This is an optimization exercise on Yosys and OpenROAD, whose aim is small area, not a production implementation. The RTL was checked by simulation tests, not by an equivalence proof against the original design. Power and IR drop assume default switching activity.

== orange ==
==> flow/design.v <==
module bp_oai22 (
  input  logic a1, a2, b1, b2,
  output logic y
);
  assign y = ~((a1 | a2) & (b1 | b2));
endmodule
module bp_aoi222 (
  input  logic a1, a2, b1, b2, c1, c2,
  output logic y
);
  assign y = ~((a1 & a2) | (b1 & b2) | (c1 & c2));
endmodule
module bp_rd16 (
  input  logic [15:0] sel,
  input  logic [15:0] d,
  output logic        y
);
  logic [5:0] t;
  for (genvar g = 0; g < 5; g++) begin : g_aoi
    bp_aoi222 u_aoi (
      .a1(sel[3*g]),   .a2(d[3*g]),
      .b1(sel[3*g+1]), .b2(d[3*g+1]),
      .c1(sel[3*g+2]), .c2(d[3*g+2]),
      .y(t[g])
    );
  end
  assign t[5] = ~(sel[15] & d[15]);
  assign y = ~&t;
endmodule
module bp_dec16 (
  input  logic [3:0]  a,
  output logic [15:0] y
);
  for (genvar i = 0; i < 16; i++) begin : g_y
    assign y[i] = (a == 4'(i));
  end
endmodule
module bp_eq26 (
  input  logic [25:0] a,
  input  logic [25:0] b,
  output logic        eq
);
  assign eq = ~|(a ^ b);
endmodule
module branch_predictor (
  input  logic        clk,
  input  logic        reset,
  input  logic [31:0] pc,
  output logic        pred_taken,
  output logic [31:0] pred_pc,
  input  logic        upd_en,
  input  logic [31:0] upd_pc,
  input  logic        upd_taken,
  input  logic [31:0] upd_target,
  input  logic        upd_mispredict,
  output logic [31:0] hit_cnt,
  output logic [31:0] mispred_cnt
);
  localparam int DEPTH = 16;
  localparam int EW = 59;
  logic [DEPTH-1:0] r_valid;
  logic [DEPTH-1:0] r_tk;       
  logic [EW-1:0]    r_ent   [DEPTH];
  logic [EW-1:0]    w_ent_d [DEPTH];
  logic             r_ph;
  logic [31:0] r_hit_cnt;
  logic [31:0] r_mispred_cnt;
  logic [DEPTH-1:0] w_rsel, w_usel;
  logic             w_rtk, w_uvalid, w_utk;
  logic [EW-1:0]    w_rent, w_uent;
  logic             w_req, w_ueq, w_uhit;
  logic [1:0]       w_ucnt, w_ucnt_next;
  logic [EW-1:0]    w_wdata;
  logic [25:0]      w_rtag_x;
  assign hit_cnt     = r_hit_cnt;
  assign mispred_cnt = r_mispred_cnt;
  bp_dec16 u_rdec (.a(pc[5:2]),     .y(w_rsel));
  bp_dec16 u_udec (.a(upd_pc[5:2]), .y(w_usel));
  logic [DEPTH-1:0] w_col [EW];
  for (genvar b = 0; b < EW; b++) begin : g_col
    for (genvar i = 0; i < DEPTH; i++) begin : g_row
      assign w_col[b][i] = r_ent[i][b];
    end
    if (b < 58) begin : g_rd
      bp_rd16 u_rd (.sel(w_rsel), .d(w_col[b]), .y(w_rent[b]));
    end else begin : g_nord
      assign w_rent[b] = 1'b0;
    end
    if (b < 26 || b == 58) begin : g_ud
      bp_rd16 u_ud (.sel(w_usel), .d(w_col[b]), .y(w_uent[b]));
    end else begin : g_noud
      assign w_uent[b] = 1'b0;
    end
  end
  bp_rd16 u_rd_tk (.sel(w_rsel), .d(r_tk),    .y(w_rtk));
  bp_rd16 u_ud_tk (.sel(w_usel), .d(r_tk),    .y(w_utk));
  bp_rd16 u_ud_v  (.sel(w_usel), .d(r_valid), .y(w_uvalid));
  assign w_wdata = {w_ucnt_next[0], upd_target, upd_pc[31:6]} ^ {EW{r_ph}};
  assign w_rtag_x = pc[31:6] ^ {26{r_ph}};
  bp_eq26 u_req (.a(w_rent[25:0]), .b(w_rtag_x),     .eq(w_req));
  bp_eq26 u_ueq (.a(w_uent[25:0]), .b(w_wdata[25:0]), .eq(w_ueq));
  assign w_uhit     = w_uvalid & w_ueq;
  assign w_ucnt     = {w_utk, w_uent[58] ^ r_ph};
  assign pred_taken = w_rtk & w_req;
  assign pred_pc    = pred_taken ? w_rent[57:26] ^ {32{r_ph}}
                                 : {pc[31:2] + 30'd1, pc[1:0]};
  always_comb begin
    if (!w_uhit)        w_ucnt_next = 2'd2;
    else if (upd_taken) w_ucnt_next = (w_ucnt == 2'd3) ? 2'd3 : w_ucnt + 2'd1;
    else                w_ucnt_next = (w_ucnt == 2'd0) ? 2'd0 : w_ucnt - 2'd1;
  end
  wire w_upd   = upd_en & ~reset;
  wire w_alloc = w_upd & upd_taken;
  wire w_cwr   = w_upd & (upd_taken | w_uhit);
  for (genvar i = 0; i < DEPTH; i++) begin : g_wr
    wire we  = w_alloc & w_usel[i];
    wire cwe = w_cwr & w_usel[i];
    for (genvar b = 0; b < EW; b++) begin : g_bit
      if (b < 58) begin : g_tt
        bp_oai22 u_hold (.a1(~we), .a2(w_wdata[b]), .b1(we), .b2(r_ent[i][b]),
                         .y(w_ent_d[i][b]));
      end else begin : g_cn
        bp_oai22 u_hold (.a1(~cwe), .a2(w_wdata[b]), .b1(cwe), .b2(r_ent[i][b]),
                         .y(w_ent_d[i][b]));
      end
    end
  end
  always_ff @(posedge clk) begin
    r_ph <= ~r_ph & ~reset;
    for (int i = 0; i < DEPTH; i++) begin
      r_ent[i] <= w_ent_d[i];
      if (reset) begin
        r_valid[i] <= 1'b0;
        r_tk[i]    <= 1'b0;
      end else begin
        if (w_alloc & w_usel[i]) r_valid[i] <= 1'b1;
        if (w_cwr & w_usel[i])   r_tk[i]    <= w_ucnt_next[1];
      end
    end
  end
  always_ff @(posedge clk) begin
    if (reset) begin
      r_hit_cnt     <= '0;
      r_mispred_cnt <= '0;
    end else if (upd_en) begin
      if (w_uhit)         r_hit_cnt     <= r_hit_cnt + 32'd1;
      if (upd_mispredict) r_mispred_cnt <= r_mispred_cnt + 32'd1;
    end
  end
endmodule
clock: 7.0 ns
lec_check: 0
cap_margin: 5
core_margin: 2
core_utilization: 40
cts_cluster_diameter: 80
cts_cluster_size: 30
setup_slack_margin: 0.2
slew_margin: 5
synth_hierarchical: 1
run.sh (not shown) runs the stock make flow with config.mk's settings and CLKGATE_MAP_FILE= SYNTH_SCRIPT=/design/flow/synth_recipe.tcl, a recipe that flattens the netlist after the stock synthesis.
orange completed; timing, DRC and antenna clean
Inputs modified between orange and purple:
# orange
export LEC_CHECK = 0
export CAP_MARGIN = 5
export CORE_MARGIN = 2
export CORE_UTILIZATION = 40
export CTS_CLUSTER_DIAMETER = 80
export CTS_CLUSTER_SIZE = 30
export SETUP_SLACK_MARGIN = 0.2
export SLEW_MARGIN = 5
export SYNTH_HIERARCHICAL = 1
create_clock -name core_clock -period 7.0 [get_ports {clk}]
# purple
export LEC_CHECK = 0
export CAP_MARGIN = 20
export CORE_MARGIN = 2
export CORE_UTILIZATION = 45
export SETUP_SLACK_MARGIN = 0.2
export SLEW_MARGIN = 20
export SYNTH_HIERARCHICAL = 1
create_clock -name core_clock -period 7.0 [get_ports {clk}]
==> flow/flow/run.sh (new file) <==
#!/bin/bash
set -euo pipefail
cd "$(dirname "$0")/.."
export BUFFER_PORTS_ARGS="-buffer_cell sky130_fd_sc_hd__buf_1"
export CTS_ARGS="-sink_clustering_enable -repair_clock_nets -sink_clustering_size 28 -sink_clustering_max_diameter 100 -dont_use_dummy_load"
bash standard.sh > standard_flow.log 2>&1
==> flow/standard.sh (new file) <==
#!/bin/bash
# synth_recipe.tcl (not shown) runs the flow's synth.tcl, then flattens the netlist and writes it again
# the make line also repeats each setting of config.mk as NAME=value (left out here)
make -C /OpenROAD-flow-scripts/flow DESIGN_CONFIG=/design/flow/config.mk WORK_HOME=/design/flow/orfs CLKGATE_MAP_FILE= SYNTH_SCRIPT=/design/flow/synth_recipe.tcl "${@:-finish}"
removed: flow/run.sh
--- outcome ---
- purple: done, clean on timing, DRC and antenna
- purple vs orange, worst setup path endpoint: pred_pc[11] vs pred_pc[3]
- Changes observed in purple relative to orange: reported clock group power lost about 18%; maximum frequency saw an increase; clock-buffer cell count dropped 9; worst setup slack now sits higher; design area went down 5.9%.

==> afterwards: timing with drivers on the ports <==
In the flow no input, the clock included, has a driving cell. The finished layouts below were timed again as built, in two steps.
Step 1, drivers: a clkbuf_16 drives clk and a buf_2 each remaining input, both assumed.
Step 2 adds t to the input delays and takes it off the output delays; t is the mean of the earliest and latest rising clock arrival at the registers after step 1. Input paths then give back, and output paths get back, about the clock's delay inside the block.
a / b / c = ideal ports / drivers / drivers and shift; a / b = the first two.
run	shift t [ns]	slack for setup (ns)	clock arrival spread, ns	slew at the worst register clock pin (ns)
orange	0.718	0.259 / 0.229 / 0.168	0.055 / 0.055	0.12 / 0.12
purple	0.683	0.354 / 0.328 / 0.241	0.046 / 0.047	0.12 / 0.12
After both steps every run listed still meets setup and hold. For purple, which loses most, drivers alone change the setup slack by -0.026 ns; drivers and shift together by -0.113 ns.
